What follows belongs to an exercise in optimizing a design on an open flow for small area and a short achievable clock period; a production flow would make more cautious choices.
Where RTL was checked, it was by simulation tests only, not by an equivalence proof against the original.
No activity file was given, so power comes from the tool's default toggle rates.

// ws2812b_frame_feeder
module ws2812b_frame_feeder
#(
    parameter int LEDCOUNT = 36,
    parameter int ADDR_W   = 6,
    parameter int FPS_DIV  = 90000
) (
    input  logic               clk,
    input  logic               resetn,
    input  logic               wr_en,
    input  logic [ADDR_W-1:0]  wr_addr,
    input  logic [PIXEL_W-1:0] wr_data,
    input  logic               commit,
    output logic               bitstream_available,
    output logic [PIXEL_W-1:0] bitstream,
    input  logic               bitstream_read,
    output logic               frame_busy,
    output logic               frame_done,
    output logic               commit_pending,
    output logic               frame_overrun
);
Size: ~2000 flip-flops.
export LEC_CHECK = 0
export CAP_MARGIN = 20
export CORE_MARGIN = 2
export CORE_UTILIZATION = 75
export CTS_CLUSTER_DIAMETER = 100
export CTS_CLUSTER_SIZE = 20
export SETUP_SLACK_MARGIN = 3.0
export SLEW_MARGIN = 20
export SYNTH_HIERARCHICAL = 1
create_clock -name core_clock -period 5.0 [get_ports {clk}]
standard.sh (not shown) runs the stock make flow with config.mk's settings and CLKGATE_MAP_FILE= SYNTH_SCRIPT=/design/flow/synth_recipe.tcl, a recipe that flattens the netlist after the stock synthesis.
==> flow/flow/run.sh <==
#!/bin/bash
# The standard layout (standard.sh), with two of its steps given other options:
# ports are buffered with buf_4 cells, and clock tree synthesis adds no dummy
# loads and drives the flip-flops from clkbuf_8 leaf buffers.
set -euo pipefail
export BUFFER_PORTS_ARGS="-inputs -outputs -buffer_cell sky130_fd_sc_hd__buf_4"
export CTS_ARGS="-sink_clustering_enable -repair_clock_nets -dont_use_dummy_load -sink_clustering_size 20 -sink_clustering_max_diameter 100 -sink_clustering_buffer sky130_fd_sc_hd__clkbuf_8"
bash standard.sh > standard.log 2>&1
Next try:
==> flow/flow/run.sh (replaced) <==
#!/bin/bash
# The standard layout (standard.sh), with two of its steps given other options:
# ports are buffered with buf_4 cells, and clock tree synthesis adds no dummy loads.
set -euo pipefail
export BUFFER_PORTS_ARGS="-inputs -outputs -buffer_cell sky130_fd_sc_hd__buf_4"
export CTS_ARGS="-sink_clustering_enable -repair_clock_nets -dont_use_dummy_load -sink_clustering_size 28 -sink_clustering_max_diameter 100"
bash standard.sh > standard.log 2>&1
- CTS_CLUSTER_SIZE: 20 -> 28
The changed run completed with no timing, DRC or antenna violations.
Design area came out higher by 0.62%.
Non-clock buffer count came out lower by 1.
Register-to-register slack barely changes.
Total power came out higher by 3.5%.
Global-route usage came out higher by 0.27 points.
Routed wire length came out higher by 0.54%.
Clock power came out higher by 13%.
Next try:
==> flow/flow/run.sh (replaced) <==
#!/bin/bash
# The standard layout (standard.sh), with two of its steps given other options:
# ports are buffered with buf_4 cells, and clock tree synthesis adds no dummy loads.
set -euo pipefail
export BUFFER_PORTS_ARGS="-inputs -outputs -buffer_cell sky130_fd_sc_hd__buf_4"
export CTS_ARGS="-sink_clustering_enable -repair_clock_nets -dont_use_dummy_load -sink_clustering_size 26 -sink_clustering_max_diameter 100"
bash standard.sh > standard.log 2>&1
- CTS_CLUSTER_SIZE: 28 -> 26
- SETUP_SLACK_MARGIN: 3.0 -> 2.9
Result: Via count climbs slightly. Combinational power stays flat. Critical path depth does not change.
Next try:
==> flow/flow/run.sh (replaced) <==
#!/bin/bash
# The standard layout (standard.sh), with two of its steps given other options:
# ports are buffered with buf_4 cells, and clock tree synthesis adds no dummy loads.
set -euo pipefail
export BUFFER_PORTS_ARGS="-inputs -outputs -buffer_cell sky130_fd_sc_hd__buf_4"
export CTS_ARGS="-sink_clustering_enable -repair_clock_nets -dont_use_dummy_load -sink_clustering_size 24 -sink_clustering_max_diameter 100"
bash standard.sh > standard.log 2>&1
- CTS_CLUSTER_SIZE: 26 -> 24
- SETUP_SLACK_MARGIN: 2.9 -> 3.0
Effect: Routed wire length went up by 0.93%; final area stays flat; area after synthesis is unchanged; maximum frequency shrinks by 1.8%; hold slack is about the same; power goes up by 1.2%; global-route usage grows by 0.31 points; count of clock-buffer cells in the layout increases by 7; clock power goes up by 4.4%.
Next try:
==> flow/flow/run.sh (replaced) <==
#!/bin/bash
# The standard layout (standard.sh), with two of its steps given other options:
# ports are buffered with buf_4 cells, and clock tree synthesis adds no dummy
# loads and drives the flip-flops from clkbuf_8 leaf buffers.
set -euo pipefail
export BUFFER_PORTS_ARGS="-inputs -outputs -buffer_cell sky130_fd_sc_hd__buf_4"
export CTS_ARGS="-sink_clustering_enable -repair_clock_nets -dont_use_dummy_load -sink_clustering_size 18 -sink_clustering_max_diameter 100 -sink_clustering_buffer sky130_fd_sc_hd__clkbuf_8"
bash standard.sh > standard.log 2>&1
- CTS_CLUSTER_SIZE: 24 -> 18
- SETUP_SLACK_MARGIN: 3.0 -> 2.9
Sequential power barely changes.
Maximum frequency came out lower by about 0.7%.
Core utilization falls by 0.68 points.
Critical path depth is unchanged.
Die area does not change.
Flip-flop and latch count stays the same.
Clock power went down by 14%.
Routed wire length goes down by about 1.4%.
Final area is lower by about 0.8%.
Sequential share of layout area is higher by 0.67 points.

* * *

== the previous run ==
ws2812b_frame_feeder, a different RTL version from the one above (not shown whole).
Size in the first run: roughly 2900 cells after synthesis, roughly 64 I/O pins, about 64000 µm² of cells after synthesis.
Settings: LEC_CHECK=0, CAP_MARGIN=20, CORE_MARGIN=2, CORE_UTILIZATION=75, CTS_CLUSTER_DIAMETER=100, CTS_CLUSTER_SIZE=28, SETUP_SLACK_MARGIN=2.8, SLEW_MARGIN=20, SYNTH_HIERARCHICAL=1; clock period 5.0 ns.
==> flow/flow/run.sh <==
#!/bin/bash
# The standard layout (standard.sh), with two of its steps given other options:
# ports are buffered with buf_4 cells, and clock tree synthesis adds no dummy loads.
set -euo pipefail
export BUFFER_PORTS_ARGS="-inputs -outputs -buffer_cell sky130_fd_sc_hd__buf_4"
export CTS_ARGS="-sink_clustering_enable -repair_clock_nets -dont_use_dummy_load -sink_clustering_size 28 -sink_clustering_max_diameter 100"
bash standard.sh > standard.log 2>&1
The inputs of the current run differ from those of the previous run as listed below.
- swapping 2.8 for 3.2 in SETUP_SLACK_MARGIN
## What came out
- The current run: flow completed, timing, DRC and antenna clean
- As far as flip-flop and latch count is concerned, the previous run and the current run perform about the same.
- On internal power component, the current run and the previous run are neck and neck.
- Cmp the current run and the previous run / total routed wirelength / higher: the current run
- Comparing the current run and the previous run, highest fanout seen on the critical path is higher on the previous run.
- Between the current run and the previous run, number of instances resized during post-cts repair is higher for the current run, the previous run comes in under that.
- Taking the previous run as the reference, in the current run setup slack went down 0.48 ns; slew at the pin closest to its max-slew limit went down 0.070 ns.
No functional check of the RTL was part of any run of this note.

* * *

Setup of rev 12:
Another version of the RTL of ws2812b_frame_feeder (not shown whole).
Size: ~3000 cells after synthesis, ~2000 flip-flops, about 64 I/O pins, ~0.066 mm2 of cells after synthesis.
export LEC_CHECK = 0
export CAP_MARGIN = 20
export CORE_MARGIN = 2
export CORE_UTILIZATION = 65
export CTS_CLUSTER_DIAMETER = 100
export CTS_CLUSTER_SIZE = 28
export SETUP_SLACK_MARGIN = 2.8
export SLEW_MARGIN = 20
export SYNTH_HIERARCHICAL = 1
create_clock -name core_clock -period 5.0 [get_ports {clk}]
run.sh (not shown) runs the stock make flow with config.mk's settings and CLKGATE_MAP_FILE= SYNTH_SCRIPT=/design/flow/synth_recipe.tcl, a recipe that flattens the netlist after the stock synthesis.
Stock flow here: none of the scripts above is used.
Here is what was changed in the inputs of rev 13 compared with rev 12.
- CORE_UTILIZATION: 65 -> 75
==> flow/flow/run.sh (new file) <==
#!/bin/bash
# The standard layout (standard.sh), with two of its steps given other options:
# ports are buffered with buf_4 cells, and clock tree synthesis adds no dummy loads.
set -euo pipefail
export BUFFER_PORTS_ARGS="-inputs -outputs -buffer_cell sky130_fd_sc_hd__buf_4"
export CTS_ARGS="-sink_clustering_enable -repair_clock_nets -dont_use_dummy_load -sink_clustering_size 28 -sink_clustering_max_diameter 100"
bash standard.sh > standard.log 2>&1
==> flow/standard.sh (new file) <==
#!/bin/bash
# synth_recipe.tcl (not shown) runs the flow's synth.tcl, then flattens the netlist and writes it again
# the make line also repeats each setting of config.mk as NAME=value (left out here)
make -C /OpenROAD-flow-scripts/flow DESIGN_CONFIG=/design/flow/config.mk WORK_HOME=/design/flow/orfs CLKGATE_MAP_FILE= SYNTH_SCRIPT=/design/flow/synth_recipe.tcl "${@:-finish}"
removed: flow/run.sh
Findings:
Rev 13: full flow OK, the timing, design-rule and antenna checks passed
Count of standard-cell rows: rev 13 < rev 12
The maximum clock frequency of rev 13 is higher than that of rev 12.
The more densely filled core belongs to rev 13, not rev 12.
Any difference in via count between rev 12 and rev 13 is small enough to ignore.

* * *

ws2812b_frame_feeder with an RTL version that a note above also has.
Size in the first run: roughly 2000 flip-flops, roughly 64 I/O pins.
==> flow/config.mk <==
export PLATFORM = sky130hd
export DESIGN_NAME = ws2812b_frame_feeder
export DESIGN_NICKNAME = ws2812b_frame_feeder
export VERILOG_FILES = /design/flow/design.v
export SDC_FILE = /design/flow/constraint.sdc
export NUM_CORES = 4
export LEC_CHECK = 0
export CAP_MARGIN = 20
export CORE_MARGIN = 2
export CORE_UTILIZATION = 75
export CTS_CLUSTER_DIAMETER = 100
export CTS_CLUSTER_SIZE = 26
export SETUP_SLACK_MARGIN = 2.8
export SLEW_MARGIN = 20
export SYNTH_HIERARCHICAL = 1
==> flow/constraint.sdc <==
create_clock -name core_clock -period 5.0 [get_ports {clk}]
set_input_delay 1.0000 -clock core_clock [delete_from_list [all_inputs] [get_ports {clk}]]
set_output_delay 1.0000 -clock core_clock [all_outputs]
set_load 0.01 [all_outputs]
standard.sh (not shown) runs the stock make flow with config.mk's settings and CLKGATE_MAP_FILE= SYNTH_SCRIPT=/design/flow/synth_recipe.tcl, a recipe that flattens the netlist after the stock synthesis.
==> flow/flow/run.sh <==
#!/bin/bash
# The standard layout (standard.sh), with two of its steps given other options:
# ports are buffered with buf_4 cells, and clock tree synthesis adds no dummy loads.
set -euo pipefail
export BUFFER_PORTS_ARGS="-inputs -outputs -buffer_cell sky130_fd_sc_hd__buf_4"
export CTS_ARGS="-sink_clustering_enable -repair_clock_nets -dont_use_dummy_load -sink_clustering_size 26 -sink_clustering_max_diameter 100"
bash standard.sh > standard.log 2>&1
Change:
==> flow/flow/run.sh (replaced) <==
#!/bin/bash
# The standard layout (standard.sh), with two of its steps given other options:
# ports are buffered with buf_4 cells, and clock tree synthesis adds no dummy loads.
set -euo pipefail
export BUFFER_PORTS_ARGS="-inputs -outputs -buffer_cell sky130_fd_sc_hd__buf_4"
export CTS_ARGS="-sink_clustering_enable -repair_clock_nets -dont_use_dummy_load -sink_clustering_size 24 -sink_clustering_max_diameter 100"
bash standard.sh > standard.log 2>&1
- CORE_UTILIZATION: 75 -> 82
- CTS_CLUSTER_SIZE: 26 -> 24
- SETUP_SLACK_MARGIN: 2.8 -> 3.0
Sequential power barely changes.
Total power came out higher by 2.2%.
Global-route usage came out higher by 6.6 points.
Flip-flop and latch count does not change.
Combinational power came out higher by about 3%.
Wire length came out higher by about 6%.
Design area came out higher by about 0.4%.
Count of clock-buffer cells in the layout came out higher by 7.
Final cell count came out lower by about 2%.
Worst hold slack is worse by 8.9 ps.
Via count came out higher by about 6%.

port drivers added, routing unchanged:
How much do the figures lean on ideal ports? The routed layouts below were timed once more, with nothing changed but the port constraints.
Step 1 (the two cells are an assumption about what drives the block):
set clk [get_ports {clk}]
set_driving_cell -lib_cell sky130_fd_sc_hd__clkbuf_16 $clk
set_driving_cell -lib_cell sky130_fd_sc_hd__buf_2 [delete_from_list [all_inputs] $clk]
Step 2 moves the port delays by t, midway between the first and last clock arrival at a register: inputs arrive t later, outputs are due t later. That takes back most of the time a late clock gives input paths.
a / b / c = ideal ports / drivers / drivers and shift; a / b = the first two.
run	t (ns)	slack for setup (ns)	slew at the worst register clock pin (ns)	worst data-port slew with drivers (ns)	pins driven straight from the clock port
the first run of note 1	0.740	2.809 / 2.737 / 2.400	0.12 / 0.12	0.07	1
the second run of note 1	0.734	2.808 / 2.741 / 2.437	0.12 / 0.12	0.07	1
the third run of note 1	0.728	2.862 / 2.795 / 2.395	0.10 / 0.10	0.07	1
the fourth run of note 1	0.747	2.822 / 2.750 / 2.457	0.10 / 0.10	0.07	1
the fifth run of note 1	0.737	2.806 / 2.733 / 2.422	0.11 / 0.11	0.07	1
the previous run	0.710	2.690 / 2.690 / 2.241	0.11 / 0.11	0.04	1
the current run	0.728	2.210 / 2.210 / 2.210	0.12 / 0.12	0.05	1
rev 12	0.766	2.680 / 2.680 / 2.100	0.11 / 0.11	0.04	1
rev 13	0.727	2.820 / 2.760 / 2.225	0.11 / 0.11	0.05	1
the first run of note 4	0.728	2.839 / 2.773 / 2.386	0.10 / 0.10	0.07	1
the second run of note 4	0.756	2.797 / 2.726 / 2.433	0.11 / 0.11	0.06	1
After both steps setup and hold are still met in every run listed. For rev 13, which loses most, drivers alone change the setup slack by -0.060 ns; drivers and shift together by -0.595 ns.
